From an optimization exercise on the open Yosys and OpenROAD flow, aimed at small area, a short achievable clock period and few clock cycles per item; shortcuts taken in it are not production practice.
RTL that was checked went through simulation tests only; none was proved equivalent to the original.
Power is estimated from default activity; no workload was simulated.

==> module collision_score, before the edit <==
module collision_score #(
    parameter int N_BULLETS = 5,
    parameter int N_ENEMIES = 5,
    parameter int N_DIVERS  = 5
) (
    input  logic                    i_clk,
    input  logic [31:0]             i_player,
    input  logic [18*N_BULLETS-1:0] i_bullets,
    input  logic [18*N_ENEMIES-1:0] i_enemies,
    input  logic [18*N_DIVERS-1:0]  i_divers,
    input  logic [31:0]             i_score,
    output logic [31:0]             o_player,
    output logic [18*N_BULLETS-1:0] o_bullets,
    output logic [18*N_ENEMIES-1:0] o_enemies,
    output logic [18*N_DIVERS-1:0]  o_divers,
    output logic [31:0]             o_score,
    output logic                    o_lose
);
    function automatic win(input logic [7:0] a, input logic [7:0] b,
                           input logic cin, input logic [3:0] lim);
        logic [4:0] lo;
        logic [7:0] p, t;
        lo  = {1'b0, a[3:0]} + {1'b0, ~b[3:0]} + {4'd0, cin};
        p   = ~(a ^ b);
        t   = a | ~b;
        win = lo[3:0] <= lim && lo[4] == p[4] && t[4] == p[5] && t[5] == p[6]
              && t[6] == p[7] && t[7];
    endfunction
    logic [7:0] px, py;
    assign px = i_player[31:24];
    assign py = i_player[23:16];
    logic [N_BULLETS*N_ENEMIES-1:0] match_d;
    logic [N_DIVERS-1:0]            pick_d;
    always_comb begin
        for (int e = 0; e < N_ENEMIES; e++)
            for (int b = 0; b < N_BULLETS; b++)
                match_d[N_BULLETS*e+b] = i_enemies[18*e] && i_bullets[18*b]
                    && win(i_bullets[18*b+10 +: 8], i_enemies[18*e+10 +: 8], 1'b0, 4'd8)
                    && win(i_bullets[18*b+2 +: 8], i_enemies[18*e+2 +: 8], 1'b0, 4'd8);
        for (int d = 0; d < N_DIVERS; d++)
            pick_d[d] = i_divers[18*d]
                && win(i_divers[18*d+10 +: 8], px, 1'b1, 4'd9)
                && win(i_divers[18*d+2 +: 8], py, 1'b1, 4'd9);
    end
    logic [9:0]  poxy;
    logic [2:0]  plives, pdivc;
    logic        surface, starve, rescue;
    logic [2:0]  n_pick;
    logic [31:0] player_d;
    logic [18*N_DIVERS-1:0] divers_d;
    assign poxy    = i_player[15:6];
    assign plives  = i_player[5:3];
    assign pdivc   = i_player[2:0];
    assign surface = py < 8'd10;
    assign starve  = !surface && poxy <= 10'd1;
    assign rescue  = surface && pdivc == 3'd6;
    assign o_lose  = starve && plives <= 3'd1;
    always_comb begin
        n_pick = '0;
        for (int d = 0; d < N_DIVERS; d++) n_pick = n_pick + 3'(pick_d[d]);
        player_d = i_player;
        if (rescue) player_d[2:0] = 3'd0;
        else if (pdivc < 3'd6)
            player_d[2:0] = (4'(pdivc) + 4'(n_pick) >= 4'd6) ? 3'd6 : pdivc + n_pick;
        if (surface || starve) player_d[15:6] = 10'd1000;
        else player_d[15:6] = poxy - 10'd1;
        if (starve) player_d[5:3] = (plives <= 3'd1) ? 3'd0 : plives - 3'd1;
        divers_d = i_divers;
        for (int d = 0; d < N_DIVERS; d++) divers_d[18*d] = i_divers[18*d] & ~pick_d[d];
    end
    logic [N_DIVERS+1:0] q_hot;
    logic [9:0]          low_d;
    always_comb begin
        q_hot = (N_DIVERS+2)'(1);
        if (rescue) q_hot = q_hot << 1;
        for (int d = 0; d < N_DIVERS; d++)
            if (pick_d[d]) q_hot = q_hot << 1;
        low_d = '0;
        for (int q = 0; q <= N_DIVERS + 1; q++)
            low_d = low_d | (({1'b0, i_score[8:0]} + 10'(50 * q)) & {10{q_hot[q]}});
    end
    logic [31:0]                    player_q;
    logic [18*N_BULLETS-1:0]        bullets_q;
    logic [18*N_ENEMIES-1:0]        enemies_q;
    logic [18*N_DIVERS-1:0]         divers_q;
    logic [31:9]                    score_q;
    logic [9:0]                     low_q;
    logic [N_BULLETS*N_ENEMIES-1:0] match_q;
    always_ff @(posedge i_clk) begin
        player_q  <= player_d;
        bullets_q <= i_bullets;
        enemies_q <= i_enemies;
        divers_q  <= divers_d;
        score_q   <= i_score[31:9];
        low_q     <= low_d;
        match_q   <= match_d;
    end
    logic [N_BULLETS-1:0] avail [N_ENEMIES+1];
    logic [N_BULLETS-1:0] cand  [N_ENEMIES];
    logic [N_BULLETS-1:0] take  [N_ENEMIES];
    logic [N_ENEMIES-1:0] hit;
    always_comb begin
        avail[0] = '1;
        for (int e = 0; e < N_ENEMIES; e++) begin
            cand[e]      = match_q[N_BULLETS*e +: N_BULLETS] & avail[e];
            take[e]      = cand[e] & ~(cand[e] - 1'b1);
            hit[e]       = |cand[e];
            avail[e + 1] = avail[e] & ~take[e];
        end
    end
    assign o_player = player_q;
    assign o_divers = divers_q;
    always_comb begin
        o_bullets = bullets_q;
        o_enemies = enemies_q;
        for (int b = 0; b < N_BULLETS; b++) o_bullets[18*b] = bullets_q[18*b] & avail[N_ENEMIES][b];
        for (int e = 0; e < N_ENEMIES; e++) o_enemies[18*e] = enemies_q[18*e] & ~hit[e];
    end
    logic [N_ENEMIES:0] k_hot;
    logic [9:0]         low;
    logic [31:9]        all_ones;
    always_comb begin
        k_hot = (N_ENEMIES+1)'(1);
        for (int e = 0; e < N_ENEMIES; e++)
            if (hit[e]) k_hot = k_hot << 1;
        low = '0;
        for (int k = 0; k <= N_ENEMIES; k++)
            low = low | ((low_q + 10'(20 * k)) & {10{k_hot[k]}});
        all_ones[9] = 1'b1;
        for (int i = 10; i < 32; i++) all_ones[i] = all_ones[i-1] & score_q[i-1];
        o_score[8:0] = low[8:0];
        for (int i = 9; i < 32; i++) o_score[i] = score_q[i] ^ (low[9] & all_ones[i]);
    end
endmodule
clock: 25.0 ns
lec_check: 0
cap_margin: 20
core_margin: 2
core_utilization: 40
slew_margin: 20
standard.sh (not shown) runs the stock make flow with config.mk's settings and CLKGATE_MAP_FILE= SYNTH_SCRIPT=/design/flow/synth_recipe.tcl, a recipe that flattens the netlist after the stock synthesis.
==> flow/flow/run.sh <==
#!/bin/bash
# Layout flow: the standard ORFS flow (standard.sh, with the standard flow's synthesis
# script) with these changes:
#  - synthesis leaves adders to ABC (no half/full adder extraction), and ABC
#    maps for area (flow/abc_area_map.script in place of ORFS's
#    abc_speed.script, in a copy of ORFS's scripts folder used for synthesis
#    only); registers are untouched
#  - every port still gets its own buffer, a plain buf_2 instead of the
#    default delay-cell buffer
set -euo pipefail
MARGIN=$(cat flow/margin.txt 2>/dev/null || echo 0)
rm -rf synth_scripts
cp -r "$FLOW_HOME/scripts" synth_scripts
cp flow/abc_area_map.script synth_scripts/abc_speed.script
bash standard.sh ADDER_MAP_FILE= SCRIPTS_DIR="$PWD/synth_scripts" synth > flow_synth.log 2>&1
bash standard.sh ADDER_MAP_FILE= "BUFFER_PORTS_ARGS=-buffer_cell sky130_fd_sc_hd__buf_2" \
    SETUP_SLACK_MARGIN=$MARGIN finish > flow_finish.log 2>&1
test -f out/final.def
==> flow/flow/abc_area_map.script <==
strash
dch -f
amap
topo
==> flow/flow/margin.txt <==
15.5
Next try:
--- a/flow/design.v
+++ b/flow/design.v
@@ -147,9 +147,9 @@
     end
     logic [9:0]  poxy;
     logic [2:0]  plives, pdivc;
     logic        surface, starve, rescue;
-    logic [2:0]  n_pick;
+    logic [N_DIVERS+1:0] q_hot;
     logic [31:0] player_d;
     logic [18*N_DIVERS-1:0] divers_d;
     assign poxy    = i_player[15:6];
     assign plives  = i_player[5:3];
@@ -158,27 +158,26 @@
     assign starve  = !surface && poxy <= 10'd1;
     assign rescue  = surface && pdivc == 3'd6;
     assign o_lose  = starve && plives <= 3'd1;
     always_comb begin
-        n_pick = '0;
-        for (int d = 0; d < N_DIVERS; d++) n_pick = n_pick + 3'(pick_d[d]);
+        q_hot = (N_DIVERS+2)'(1);
+        if (rescue) q_hot = q_hot << 1;
+        for (int d = 0; d < N_DIVERS; d++)
+            if (pick_d[d]) q_hot = q_hot << 1;
         player_d = i_player;
-        if (rescue) player_d[2:0] = 3'd0;
-        else if (pdivc < 3'd6)
-            player_d[2:0] = (4'(pdivc) + 4'(n_pick) >= 4'd6) ? 3'd6 : pdivc + n_pick;
+        player_d[2:0] = '0;
+        if (!rescue)
+            for (int n = 0; n <= N_DIVERS; n++)
+                player_d[2:0] = player_d[2:0] | ({3{q_hot[n]}} & ((pdivc >= 3'd6) ? pdivc
+                    : (4'(pdivc) + 4'(n) >= 4'd6) ? 3'd6 : pdivc + 3'(n)));
         if (surface || starve) player_d[15:6] = 10'd1000;
         else player_d[15:6] = poxy - 10'd1;
         if (starve) player_d[5:3] = (plives <= 3'd1) ? 3'd0 : plives - 3'd1;
         divers_d = i_divers;
         for (int d = 0; d < N_DIVERS; d++) divers_d[18*d] = i_divers[18*d] & ~pick_d[d];
     end
-    logic [N_DIVERS+1:0] q_hot;
-    logic [9:0]          low_d;
+    logic [9:0] low_d;
     always_comb begin
-        q_hot = (N_DIVERS+2)'(1);
-        if (rescue) q_hot = q_hot << 1;
-        for (int d = 0; d < N_DIVERS; d++)
-            if (pick_d[d]) q_hot = q_hot << 1;
         low_d = '0;
         for (int q = 0; q <= N_DIVERS + 1; q++)
             low_d = low_d | (({1'b0, i_score[8:0]} + 10'(50 * q)) & {10{q_hot[q]}});
     end
Global-route usage falls by 0.25 points.
Register-to-register slack improved by 0.02 ns.
Power falls by a few percent.
Worst setup slack improved by 0.65 ns.
Cell area rises slightly.
Routed wire length falls slightly.
Area after synthesis falls by a few percent.
Final cell count stays flat.
No run of this note included a check of the RTL's function; only the layout flow was run.

========
game_step, a different RTL version from the one above (not shown whole).
Size in the first run: roughly 4500 cells after synthesis, ~370 flip-flops, ~680 I/O pins, about 0.029 mm^2 of cells after synthesis.
==> module collision_score, before the edit <==
module collision_score #(
    parameter int N_BULLETS = 5,
    parameter int N_ENEMIES = 5,
    parameter int N_DIVERS  = 5
) (
    input  logic                    i_clk,
    input  logic [31:0]             i_player,
    input  logic [18*N_BULLETS-1:0] i_bullets,
    input  logic [18*N_ENEMIES-1:0] i_enemies,
    input  logic [18*N_DIVERS-1:0]  i_divers,
    input  logic [31:0]             i_score,
    output logic [31:0]             o_player,
    output logic [18*N_BULLETS-1:0] o_bullets,
    output logic [18*N_ENEMIES-1:0] o_enemies,
    output logic [18*N_DIVERS-1:0]  o_divers,
    output logic [31:0]             o_score,
    output logic                    o_lose
);
    function automatic win(input logic [7:0] a, input logic [7:0] b,
                           input logic cin, input logic [3:0] lim);
        logic [4:0] lo;
        logic [7:0] p, t;
        lo  = {1'b0, a[3:0]} + {1'b0, ~b[3:0]} + {4'd0, cin};
        p   = ~(a ^ b);
        t   = a | ~b;
        win = lo[3:0] <= lim && lo[4] == p[4] && t[4] == p[5] && t[5] == p[6]
              && t[6] == p[7] && t[7];
    endfunction
    logic [7:0] px, py;
    assign px = i_player[31:24];
    assign py = i_player[23:16];
    logic [N_BULLETS*N_ENEMIES-1:0] match_d;
    logic [N_DIVERS-1:0]            pick_d;
    always_comb begin
        for (int e = 0; e < N_ENEMIES; e++)
            for (int b = 0; b < N_BULLETS; b++)
                match_d[N_BULLETS*e+b] = i_enemies[18*e] && i_bullets[18*b]
                    && win(i_bullets[18*b+10 +: 8], i_enemies[18*e+10 +: 8], 1'b0, 4'd8)
                    && win(i_bullets[18*b+2 +: 8], i_enemies[18*e+2 +: 8], 1'b0, 4'd8);
        for (int d = 0; d < N_DIVERS; d++)
            pick_d[d] = i_divers[18*d]
                && win(i_divers[18*d+10 +: 8], px, 1'b1, 4'd9)
                && win(i_divers[18*d+2 +: 8], py, 1'b1, 4'd9);
    end
    logic [9:0] poxy;
    logic [2:0] plives;
    logic       surface, starve, rescue_d;
    logic [31:0] player_d;
    assign poxy     = i_player[15:6];
    assign plives   = i_player[5:3];
    assign surface  = py < 8'd10;
    assign starve   = !surface && poxy <= 10'd1;
    assign rescue_d = surface && i_player[2:0] == 3'd6;
    assign o_lose   = starve && plives <= 3'd1;
    always_comb begin
        player_d = i_player;
        if (surface || starve) player_d[15:6] = 10'd1000;
        else player_d[15:6] = poxy - 10'd1;
        if (starve) player_d[5:3] = (plives <= 3'd1) ? 3'd0 : plives - 3'd1;
    end
    logic [31:0]                    player_q;
    logic [18*N_BULLETS-1:0]        bullets_q;
    logic [18*N_ENEMIES-1:0]        enemies_q;
    logic [18*N_DIVERS-1:0]         divers_q;
    logic [31:0]                    score_q;
    logic [N_BULLETS*N_ENEMIES-1:0] match_q;
    logic [N_DIVERS-1:0]            pick_q;
    logic                           rescue;
    always_ff @(posedge i_clk) begin
        player_q  <= player_d;
        rescue    <= rescue_d;
        bullets_q <= i_bullets;
        enemies_q <= i_enemies;
        divers_q  <= i_divers;
        score_q   <= i_score;
        match_q   <= match_d;
        pick_q    <= pick_d;
    end
    logic [N_BULLETS-1:0] avail [N_ENEMIES+1];
    logic [N_BULLETS-1:0] cand  [N_ENEMIES];
    logic [N_BULLETS-1:0] take  [N_ENEMIES];
    logic [N_ENEMIES-1:0] hit;
    always_comb begin
        avail[0] = '1;
        for (int e = 0; e < N_ENEMIES; e++) begin
            cand[e]      = match_q[N_BULLETS*e +: N_BULLETS] & avail[e];
            take[e]      = cand[e] & ~(cand[e] - 1'b1);
            hit[e]       = |cand[e];
            avail[e + 1] = avail[e] & ~take[e];
        end
    end
    logic [2:0] qdivc;
    assign qdivc = player_q[2:0];
    logic [2:0] n_pick;
    logic [2:0] divc_picked;
    always_comb begin
        n_pick = '0;
        for (int d = 0; d < N_DIVERS; d++)  n_pick = n_pick + 3'(pick_q[d]);
        divc_picked = qdivc;
        if (qdivc < 3'd6) divc_picked = (4'(qdivc) + 4'(n_pick) >= 4'd6) ? 3'd6 : qdivc + n_pick;
    end
    always_comb begin
        o_player = player_q;
        o_player[2:0] = rescue ? 3'd0 : divc_picked;
    end
    always_comb begin
        o_bullets = bullets_q;
        o_enemies = enemies_q;
        o_divers  = divers_q;
        for (int b = 0; b < N_BULLETS; b++) o_bullets[18*b] = bullets_q[18*b] & avail[N_ENEMIES][b];
        for (int e = 0; e < N_ENEMIES; e++) o_enemies[18*e] = enemies_q[18*e] & ~hit[e];
        for (int d = 0; d < N_DIVERS; d++)  o_divers[18*d]  = divers_q[18*d] & ~pick_q[d];
    end
    logic [N_DIVERS+1:0] q_hot;
    logic [N_ENEMIES:0]  k_hot;
    logic [9:0]          low_q [N_DIVERS+2];
    logic [9:0]          low_p;
    logic [9:0]          low_k [N_ENEMIES+1];
    logic [9:0]          low;
    logic [31:9]         all_ones;
    always_comb begin
        q_hot = (N_DIVERS+2)'(1);
        if (rescue) q_hot = q_hot << 1;
        for (int d = 0; d < N_DIVERS; d++)
            if (pick_q[d]) q_hot = q_hot << 1;
        k_hot = (N_ENEMIES+1)'(1);
        for (int e = 0; e < N_ENEMIES; e++)
            if (hit[e]) k_hot = k_hot << 1;
        low_p = '0;
        for (int q = 0; q <= N_DIVERS + 1; q++) begin
            low_q[q] = {1'b0, score_q[8:0]} + 10'(50 * q);
            low_p    = low_p | (low_q[q] & {10{q_hot[q]}});
        end
        low = '0;
        for (int k = 0; k <= N_ENEMIES; k++) begin
            low_k[k] = low_p + 10'(20 * k);
            low      = low | (low_k[k] & {10{k_hot[k]}});
        end
        all_ones[9] = 1'b1;
        for (int i = 10; i < 32; i++) all_ones[i] = all_ones[i-1] & score_q[i-1];
        o_score[8:0] = low[8:0];
        for (int i = 9; i < 32; i++) o_score[i] = score_q[i] ^ (low[9] & all_ones[i]);
    end
endmodule
clock: 25.0 ns
lec_check: 0
cap_margin: 20
core_margin: 2
core_utilization: 40
slew_margin: 20
==> flow/flow/margin.txt <==
16
Scripts as last shown in full above: flow/flow/run.sh, flow/flow/abc_area_map.script
Testbench counts at the start, summed over its fixed seeds: cycles 48,000, steps 24,000.
Next try:
--- a/flow/design.v
+++ b/flow/design.v
@@ -214,32 +214,34 @@
         for (int e = 0; e < N_ENEMIES; e++) o_enemies[18*e] = enemies_q[18*e] & ~hit[e];
         for (int d = 0; d < N_DIVERS; d++)  o_divers[18*d]  = divers_q[18*d] & ~pick_q[d];
     end
     logic [N_DIVERS+1:0] q_hot;
-    logic [N_ENEMIES:0]  k_hot;
+    logic [N_ENEMIES-1:0] k_hot;
     logic [9:0]          low_q [N_DIVERS+2];
     logic [9:0]          low_p;
-    logic [9:0]          low_k [N_ENEMIES+1];
+    logic [9:0]          low_miss, low_hit;
     logic [9:0]          low;
     logic [31:9]         all_ones;
     always_comb begin
         q_hot = (N_DIVERS+2)'(1);
         if (rescue) q_hot = q_hot << 1;
         for (int d = 0; d < N_DIVERS; d++)
             if (pick_q[d]) q_hot = q_hot << 1;
-        k_hot = (N_ENEMIES+1)'(1);
-        for (int e = 0; e < N_ENEMIES; e++)
+        k_hot = N_ENEMIES'(1);
+        for (int e = 0; e < N_ENEMIES - 1; e++)
             if (hit[e]) k_hot = k_hot << 1;
         low_p = '0;
         for (int q = 0; q <= N_DIVERS + 1; q++) begin
             low_q[q] = {1'b0, score_q[8:0]} + 10'(50 * q);
             low_p    = low_p | (low_q[q] & {10{q_hot[q]}});
         end
-        low = '0;
-        for (int k = 0; k <= N_ENEMIES; k++) begin
-            low_k[k] = low_p + 10'(20 * k);
-            low      = low | (low_k[k] & {10{k_hot[k]}});
+        low_miss = '0;
+        low_hit  = '0;
+        for (int k = 0; k < N_ENEMIES; k++) begin
+            low_miss = low_miss | ((low_p + 10'(20 * k)) & {10{k_hot[k]}});
+            low_hit  = low_hit | ((low_p + 10'(20 * (k + 1))) & {10{k_hot[k]}});
         end
+        low = hit[N_ENEMIES-1] ? low_hit : low_miss;
         all_ones[9] = 1'b1;
         for (int i = 10; i < 32; i++) all_ones[i] = all_ones[i-1] & score_q[i-1];
         o_score[8:0] = low[8:0];
         for (int i = 9; i < 32; i++) o_score[i] = score_q[i] ^ (low[9] & all_ones[i]);
Effect: Routed wire length came out higher slightly; via count came out higher slightly; global-route usage stays flat; design area came out higher by a few percent; hold slack gets better by 15 ps; critical path depth came out lower by 1; fmax came out lower by a few percent.
The RTL of the second run of this note was laid out without a check of its function.

-- afterwards: timing with drivers on the ports --
How much do the figures lean on ideal ports? The routed layouts below were timed once more, with nothing changed but the port constraints. Step 1 assumes that a clkbuf_16 drives the clock port and a buf_2 every other input. Step 2, shift: input delay + t, output delay - t, t = (earliest + latest rising clock arrival at the registers) / 2. This alone moves slack from input paths to output paths. Three values: no drivers, after step 1, after step 2; two values: the first two.
| run | shift t [ns] | slack for setup (ns) | hold WS [ns] | worst setup path at the end | worst data-port slew with drivers (ns) |
|---|---|---|---|---|---|
| the first run of note 1 | 0.667 | 14.294 / 14.327 / 13.660 | 0.489 / 0.489 / 0.489 | input to register | 0.18 |
| the second run of note 1 | 0.647 | 14.948 / 14.973 / 14.326 | 0.469 / 0.469 / 0.469 | input to register | 0.21 |
| the first run of note 2 | 0.657 | 15.329 / 15.262 / 15.596 | 0.470 / 0.470 / 0.470 | input to register | 0.16 |
| the second run of note 2 | 0.671 | 14.859 / 14.790 / 15.461 | 0.484 / 0.484 / 0.484 | register to output | 0.17 |
After both steps every run listed still meets setup and hold. The setup slack of the first run of note 1, which loses most, moves by +0.033 ns with the drivers and by -0.634 ns with both steps.
